From an optimization exercise on the open Yosys and OpenROAD flow, aimed at small area, a short achievable clock period and few clock cycles; shortcuts taken in it are not production practice.
RTL that was checked went through simulation tests only; none was proved equivalent to the original.
Power figures rest on the tool's default switching activity, not on a simulated workload.

==> build 17 <==
==> flow/design.v <==
package pix_pkg;
	localparam int PIXEL_BITS = 8;
	localparam int LANES      = 4;                   
	typedef logic [PIXEL_BITS-1:0]       pixel_t;
	typedef logic [LANES*PIXEL_BITS-1:0] beat_t;    
	localparam int LINE_BEATS   = 4;                 
	localparam int STORED_LINES = 4;                 
	typedef logic [1:0] col_t;                       
	typedef logic [2:0] row_cnt_t;                   
endpackage
package filt_pkg;
	typedef logic [1:0] rot_t;
	typedef logic [7:0] coeff_t;
	localparam coeff_t H_EDGE   = 8'd6;
	localparam coeff_t H_NEAR   = 8'd58;
	localparam coeff_t H_CENTER = 8'd128;
	typedef logic [15:0] prod_t;                     
	typedef logic [17:0] sum_t;                      
	localparam sum_t ROUND_BIAS  = 18'd128;
	localparam int   ROUND_SHIFT = 8;
endpackage
`timescale 1ns/1ps
module y_filter_top
(
	input  logic  clock,
	input  logic  reset,
	input  logic  in_valid,
	output logic  in_ready,
	input  pix_pkg::beat_t in_data,
	input  logic  in_first,
	output logic  out_valid,
	input  logic  out_ready,
	output pix_pkg::beat_t out_data
);
	localparam int LANES = pix_pkg::LANES;
	localparam int PB    = pix_pkg::PIXEL_BITS;
	localparam int LB    = pix_pkg::LINE_BEATS;
	localparam int DEPTH = LB * pix_pkg::STORED_LINES - 2;    
	logic           adv;                                 
	logic           accept;
	pix_pkg::beat_t sr [DEPTH];                          
	logic [9:0]     g2 [LANES];                          
	logic [9:0]     u2 [LANES];                          
	logic [14:0]    p [LANES];                           
	pix_pkg::col_t  col;
	logic [2:0]     row;
	pix_pkg::beat_t res;
	assign adv      = out_ready;
	assign in_ready = adv;
	assign accept   = adv && in_valid;
	pix_pkg::col_t eff_col;
	logic [2:0]    eff_row;
	assign eff_col = in_first ? pix_pkg::col_t'(0) : col;
	assign eff_row = in_first ? 3'd0 : row;
	always_ff @(posedge clock) begin
		if (reset) begin
			col <= '0;
			row <= '0;
		end else if (accept) begin
			col <= eff_col + pix_pkg::col_t'(1);
			if (eff_col == pix_pkg::col_t'(LB - 1) && !eff_row[2]) begin
				row <= eff_row + 3'd1;
			end else begin
				row <= eff_row;
			end
		end
	end
	function automatic logic [29:0] csa(input logic [14:0] a, input logic [14:0] b, input logic [14:0] c);
		csa = {(a & b) | (a & c) | (b & c), a ^ b ^ c};
	endfunction
	function automatic logic [14:0] add15(input logic [14:0] a, input logic [14:0] b);
		logic [14:0] g;
		logic [14:0] p;
		logic [14:0] gg;
		logic [14:0] pp;
		g  = a & b;
		p  = a ^ b;
		gg = g;
		pp = p;
		for (int lv = 0; lv < 4; lv++) begin
			for (int i = 0; i < 15; i++) begin
				if ((i >> lv) & 1) begin
					int j;
					j = ((i >> lv) << lv) - 1;
					gg[i] = gg[i] | (pp[i] & gg[j]);
					pp[i] = pp[i] & pp[j];
				end
			end
		end
		for (int i = 2; i < 15; i = i * 2) begin
			gg[i] = (g[i] | (p[i] & g[i-1])) | ((p[i] & p[i-1]) & gg[i-2]);
		end
		add15 = p ^ {gg[13:0], 1'b0};
	endfunction
	function automatic logic [14:0] cpa1(input logic [29:0] cs);
		cpa1 = add15(cs[14:0], {cs[28:15], 1'b1});
	endfunction
	always_ff @(posedge clock) begin
		if (accept) begin
			sr[0] <= in_data;
			for (int k = 1; k < DEPTH; k++) begin
				sr[k] <= sr[k-1];
			end
			for (int l = 0; l < LANES; l++) begin
				logic [14:0] t;
				logic [14:0] gx;
				t      = cpa1(csa(15'(sr[13][l*PB +: PB]), ~(15'(sr[9][l*PB +: PB])), ~(15'(sr[1][l*PB +: PB]))));
				g2[l] <= t[9:0];
				t      = cpa1(csa(15'(sr[9][l*PB +: PB]), 15'(sr[1][l*PB +: PB]), {6'd0, sr[5][l*PB +: PB], 1'b1}));
				u2[l] <= t[9:0];
				gx     = {{5{g2[l][9]}}, g2[l]};
				p[l]  <= cpa1(csa({gx[13:0], 1'b1}, gx, {u2[l], 5'd0}));
			end
		end
	end
	always_comb begin
		for (int l = 0; l < LANES; l++) begin
			logic [14:0] acc;
			acc = cpa1(csa(p[l], {6'd0, in_data[l*PB +: PB], 1'b0}, {7'd0, in_data[l*PB +: PB]}));
			res[l*PB +: PB] = acc[14:7];
		end
	end
	always_ff @(posedge clock) begin
		if (reset) begin
			out_valid <= 1'b0;
		end else if (adv) begin
			out_valid <= in_valid && eff_row[2];         
		end
	end
	always_ff @(posedge clock) begin
		if (accept) begin
			out_data <= res;
		end
	end
endmodule
==> flow/flow/run.sh <==
#!/bin/bash
# The standard layout (standard.sh: its synthesis, floorplan, power grid,
# placement, routing), with three changes to how the layout is made:
#  - the ports are buffered with buf_2 instead of the default delay buffer,
#  - the resizer may swap a cell for one of another footprint,
#  - clock tree synthesis uses clkbuf_4, clusters of at most 10 sinks within
#    40 um, and adds no dummy loads.
# The make output goes to standard_make.log here; each ORFS step also keeps its
# own log under orfs/logs.
set -euo pipefail
export BUFFER_PORTS_ARGS="-buffer_cell sky130_fd_sc_hd__buf_2"
export CTS_ARGS="-sink_clustering_enable -repair_clock_nets -dont_use_dummy_load -sink_clustering_size 10 -sink_clustering_max_diameter 40 -buf_list sky130_fd_sc_hd__clkbuf_4"
bash standard.sh MATCH_CELL_FOOTPRINT=0 finish > standard_make.log 2>&1
==> flow/standard.sh <==
#!/bin/bash
# synth_recipe.tcl (not shown) runs the flow's synth.tcl, then flattens the netlist and writes it again
# the make line also repeats each setting of config.mk as NAME=value (left out here)
make -C /OpenROAD-flow-scripts/flow DESIGN_CONFIG=/design/flow/config.mk WORK_HOME=/design/flow/orfs CLKGATE_MAP_FILE= SYNTH_SCRIPT=/design/flow/synth_recipe.tcl "${@:-finish}"
==> flow/config.mk <==
export PLATFORM = sky130hd
export DESIGN_NAME = y_filter_top
export DESIGN_NICKNAME = y_filter_top
export VERILOG_FILES = /design/flow/design.v
export SDC_FILE = /design/flow/constraint.sdc
export NUM_CORES = 4
export LEC_CHECK = 0
export ABC_AREA = 1
export CAP_MARGIN = 20
export CORE_MARGIN = 2
export CORE_UTILIZATION = 55
export GPL_ROUTABILITY_DRIVEN = 0
export SETUP_SLACK_MARGIN = 3.0
export SLEW_MARGIN = 20
==> flow/constraint.sdc <==
create_clock -name core_clock -period 5.5 [get_ports {clock}]
set_input_delay 1.1000 -clock core_clock [delete_from_list [all_inputs] [get_ports {clock}]]
set_output_delay 1.1000 -clock core_clock [all_outputs]
set_load 0.01 [all_outputs]
==> build 65: changes against build 17 <==
==> flow/design.v, changed modules only <==
module y_filter_top
(
	input  logic  clock,
	input  logic  reset,
	input  logic  in_valid,
	output logic  in_ready,
	input  pix_pkg::beat_t in_data,
	input  logic  in_first,
	output logic  out_valid,
	input  logic  out_ready,
	output pix_pkg::beat_t out_data
);
	localparam int LANES = pix_pkg::LANES;
	localparam int PB    = pix_pkg::PIXEL_BITS;
	localparam int LB    = pix_pkg::LINE_BEATS;
	localparam int DEPTH = LB * pix_pkg::STORED_LINES - 2;    
	logic           adv;                                 
	logic           accept;
	pix_pkg::beat_t sr [DEPTH];                          
	logic [9:0]     g2 [LANES];                          
	logic [9:0]     u2 [LANES];                          
	logic [14:0]    p [LANES];                           
	pix_pkg::col_t  col;
	logic [2:0]     row;
	pix_pkg::beat_t res;
	assign adv      = !out_valid || out_ready;
	assign in_ready = adv;
	assign accept   = adv && in_valid;
	pix_pkg::col_t eff_col;
	logic [2:0]    eff_row;
	assign eff_col = in_first ? pix_pkg::col_t'(0) : col;
	assign eff_row = in_first ? 3'd0 : row;
	always_ff @(posedge clock) begin
		if (reset) begin
			col <= '0;
			row <= '0;
		end else if (accept) begin
			col <= eff_col + pix_pkg::col_t'(1);
			if (eff_col == pix_pkg::col_t'(LB - 1) && !eff_row[2]) begin
				row <= eff_row + 3'd1;
			end else begin
				row <= eff_row;
			end
		end
	end
	function automatic logic [23:0] csa(input logic [11:0] a, input logic [11:0] b, input logic [11:0] c);
		logic [11:0] sum;
		logic [11:0] maj;
		sum = a ^ b ^ c;
		maj = (a & b) | (a & c) | (b & c);
		csa = {maj[10:0], 1'b0, sum};
	endfunction
	always_ff @(posedge clock) begin
		if (accept) begin
			sr[0] <= in_data;
			for (int k = 1; k < DEPTH; k++) begin
				sr[k] <= sr[k-1];
			end
			for (int l = 0; l < LANES; l++) begin
				logic [23:0] cs;
				logic [11:0] t;
				logic [14:0] gx;
				logic [14:0] ps;
				logic [14:0] pc;
				cs     = csa(12'(sr[13][l*PB +: PB]), ~(12'(sr[9][l*PB +: PB])), ~(12'(sr[1][l*PB +: PB])));
				t      = cs[23:12] + cs[11:0];
				g2[l] <= t[9:0];
				cs     = csa(12'(sr[9][l*PB +: PB]), 12'(sr[1][l*PB +: PB]), {3'd0, sr[5][l*PB +: PB], 1'b0});
				t      = cs[23:12] + cs[11:0];
				u2[l] <= t[9:0];
				gx     = {{5{g2[l][9]}}, g2[l]};
				ps     = {gx[13:0], 1'b0} ^ gx ^ 15'd70;
				pc     = {(({gx[13:0], 1'b0} & gx) | (({gx[13:0], 1'b0} | gx) & 15'd70)), 1'b0};
				p[l]  <= ps + pc[14:0] + {u2[l], 5'd0};
			end
		end
	end
	always_comb begin
		for (int l = 0; l < LANES; l++) begin
			logic [14:0] acc;
			acc = p[l] + {6'd0, in_data[l*PB +: PB], 1'b0} + {7'd0, in_data[l*PB +: PB]};
			res[l*PB +: PB] = acc[14:7];
		end
	end
	always_ff @(posedge clock) begin
		if (reset) begin
			out_valid <= 1'b0;
		end else if (adv) begin
			out_valid <= in_valid && eff_row[2];         
		end
	end
	always_ff @(posedge clock) begin
		if (adv) begin
			out_data <= res;
		end
	end
endmodule
==> flow/run.sh (new file) <==
#!/bin/bash
# synth_recipe.tcl (not shown) runs the flow's synth.tcl, then flattens the netlist and writes it again
# the make line also repeats each setting of config.mk as NAME=value (left out here)
make -C /OpenROAD-flow-scripts/flow DESIGN_CONFIG=/design/flow/config.mk WORK_HOME=/design/flow/orfs CLKGATE_MAP_FILE= SYNTH_SCRIPT=/design/flow/synth_recipe.tcl finish
ABC_AREA = unset   (was 1)
CORE_UTILIZATION = 40   (was 55)
CTS_BUF_LIST = sky130_fd_sc_hd__clkbuf_16   (was unset)
CTS_CLUSTER_DIAMETER = 60   (was unset)
CTS_CLUSTER_SIZE = 24   (was unset)
GPL_ROUTABILITY_DRIVEN = unset   (was 0)
SETUP_SLACK_MARGIN = 2.9   (was 3.0)
removed: flow/flow/run.sh
removed: flow/standard.sh
==> trial 68: changes against build 17 <==
--- a/flow/design.v
+++ b/flow/design.v
@@ -46,5 +46,5 @@
 	logic [2:0]     row;
 	pix_pkg::beat_t res;
-	assign adv      = out_ready;
+	assign adv      = !out_valid || out_ready;
 	assign in_ready = adv;
 	assign accept   = adv && in_valid;
@@ -88,7 +88,4 @@
 			end
 		end
-		for (int i = 2; i < 15; i = i * 2) begin
-			gg[i] = (g[i] | (p[i] & g[i-1])) | ((p[i] & p[i-1]) & gg[i-2]);
-		end
 		add15 = p ^ {gg[13:0], 1'b0};
 	endfunction
@@ -129,5 +126,5 @@
 	end
 	always_ff @(posedge clock) begin
-		if (accept) begin
+		if (adv) begin
 			out_data <= res;
 		end
==> flow/run.sh (new file) <==
#!/bin/bash
# synth_recipe.tcl (not shown) runs the flow's synth.tcl, then flattens the netlist and writes it again
# the make line also repeats each setting of config.mk as NAME=value (left out here)
make -C /OpenROAD-flow-scripts/flow DESIGN_CONFIG=/design/flow/config.mk WORK_HOME=/design/flow/orfs CLKGATE_MAP_FILE= SYNTH_SCRIPT=/design/flow/synth_recipe.tcl finish
CTS_BUF_LIST = sky130_fd_sc_hd__clkbuf_8   (was unset)
GPL_ROUTABILITY_DRIVEN = unset   (was 0)
SETUP_SLACK_MARGIN = 3.2   (was 3.0)
removed: flow/flow/run.sh
removed: flow/standard.sh
==> results.toml <==
[outcome]
run_status = "finished clean"

[power_and_ir_drop]
pwr-share-clk_pct = 21.3
vdd_drop_max_mv = 0.372
swShare_pct = 32.8

[timing]
final.setup.worst_slack_ns = 2.68

[critical_path]
crit_path_start_kind = "primary input"

[clock_tree]
postCtsResizedCells = 321

[route]
drt_iter0_markers = 729
[end of results for build 65]
==> results.toml <==
[route]
via_count = 15100

[power_and_ir_drop]
vdd_drop_max_mv = 0.228
swShare_pct = 28.1

[critical_path]
crit_path_start_kind = "register"
ff2ff_setup_slack_ns = 3.05

[synthesis]
syn_inst = 2116
yosysMostFrequentCell = "edfxtp_1"

[global_route]
antenna_found_initial = 2
grt_remaining_overflow = 0

[timing]
final.setup.worst_slack_ns = 3.01
setup_violations = 0

[clock_tree]
postCtsResizedCells = 0

[outcome]
run_status = "finished clean"

[job]
maxCapViolations = 0

[place]
hpwlAfterDp_mm = 29.5
[end of results for build 17]
==> results.toml <==
[outcome]
run_status = "finished clean"

[power_and_ir_drop]
pwr-share-clk_pct = 21.9
vdd_drop_max_mv = 0.357
swShare_pct = 33.0
leakagePower_nw = 14.7

[global_route]
grt_util_met3_pct = 3.98
grtUsageMet1_pct = 25.7

[critical_path]
cp.depth = 10
crit_path_start_kind = "primary input"

[timing]
final.setup.worst_slack_ns = 2.87

[finish]
stdcell_area_mm2 = 0.0345

[synthesis]
yosysMostFrequentCell = "edfxtp_1"

[clock_tree]
postCtsResizedCells = 514
[end of results for trial 68]
Testbench counts of build 17, summed over its fixed seeds: cycles 3,080.
Testbench counts of trial 68, summed over its fixed seeds: cycles 3,080.
Function not checked in build 65: the RTL went through the layout flow alone.

re-timing with driven ports:
How much do the figures lean on ideal ports? The routed layouts below were timed once more, with nothing changed but the port constraints.
Step 1 sets driving cells, clkbuf_16 on the clock port and buf_2 on the other inputs (assumed; they add their load-dependent delay and slew).
Step 2 also shifts input and output timing later by t, the mid clock arrival at the registers, as if the neighbouring blocks saw the same clock.
a / b / c = ideal / step 1 / step 2; a / b = the first two.
run | shift t [ns] | setup slack, ns | hold WS [ns]
build 17 | 0.858 | 3.008 / 2.958 / 2.332 | 0.330 / 0.330 / 0.330
build 65 | 0.649 | 2.680 / 2.695 / 2.073 | 0.410 / 0.410 / 0.410
trial 68 | 0.718 | 2.872 / 2.890 / 2.172 | 0.396 / 0.396 / 0.396
After both steps every run listed still meets setup and hold. For trial 68, which loses most, drivers alone change the setup slack by +0.018 ns; drivers and shift together by -0.700 ns.
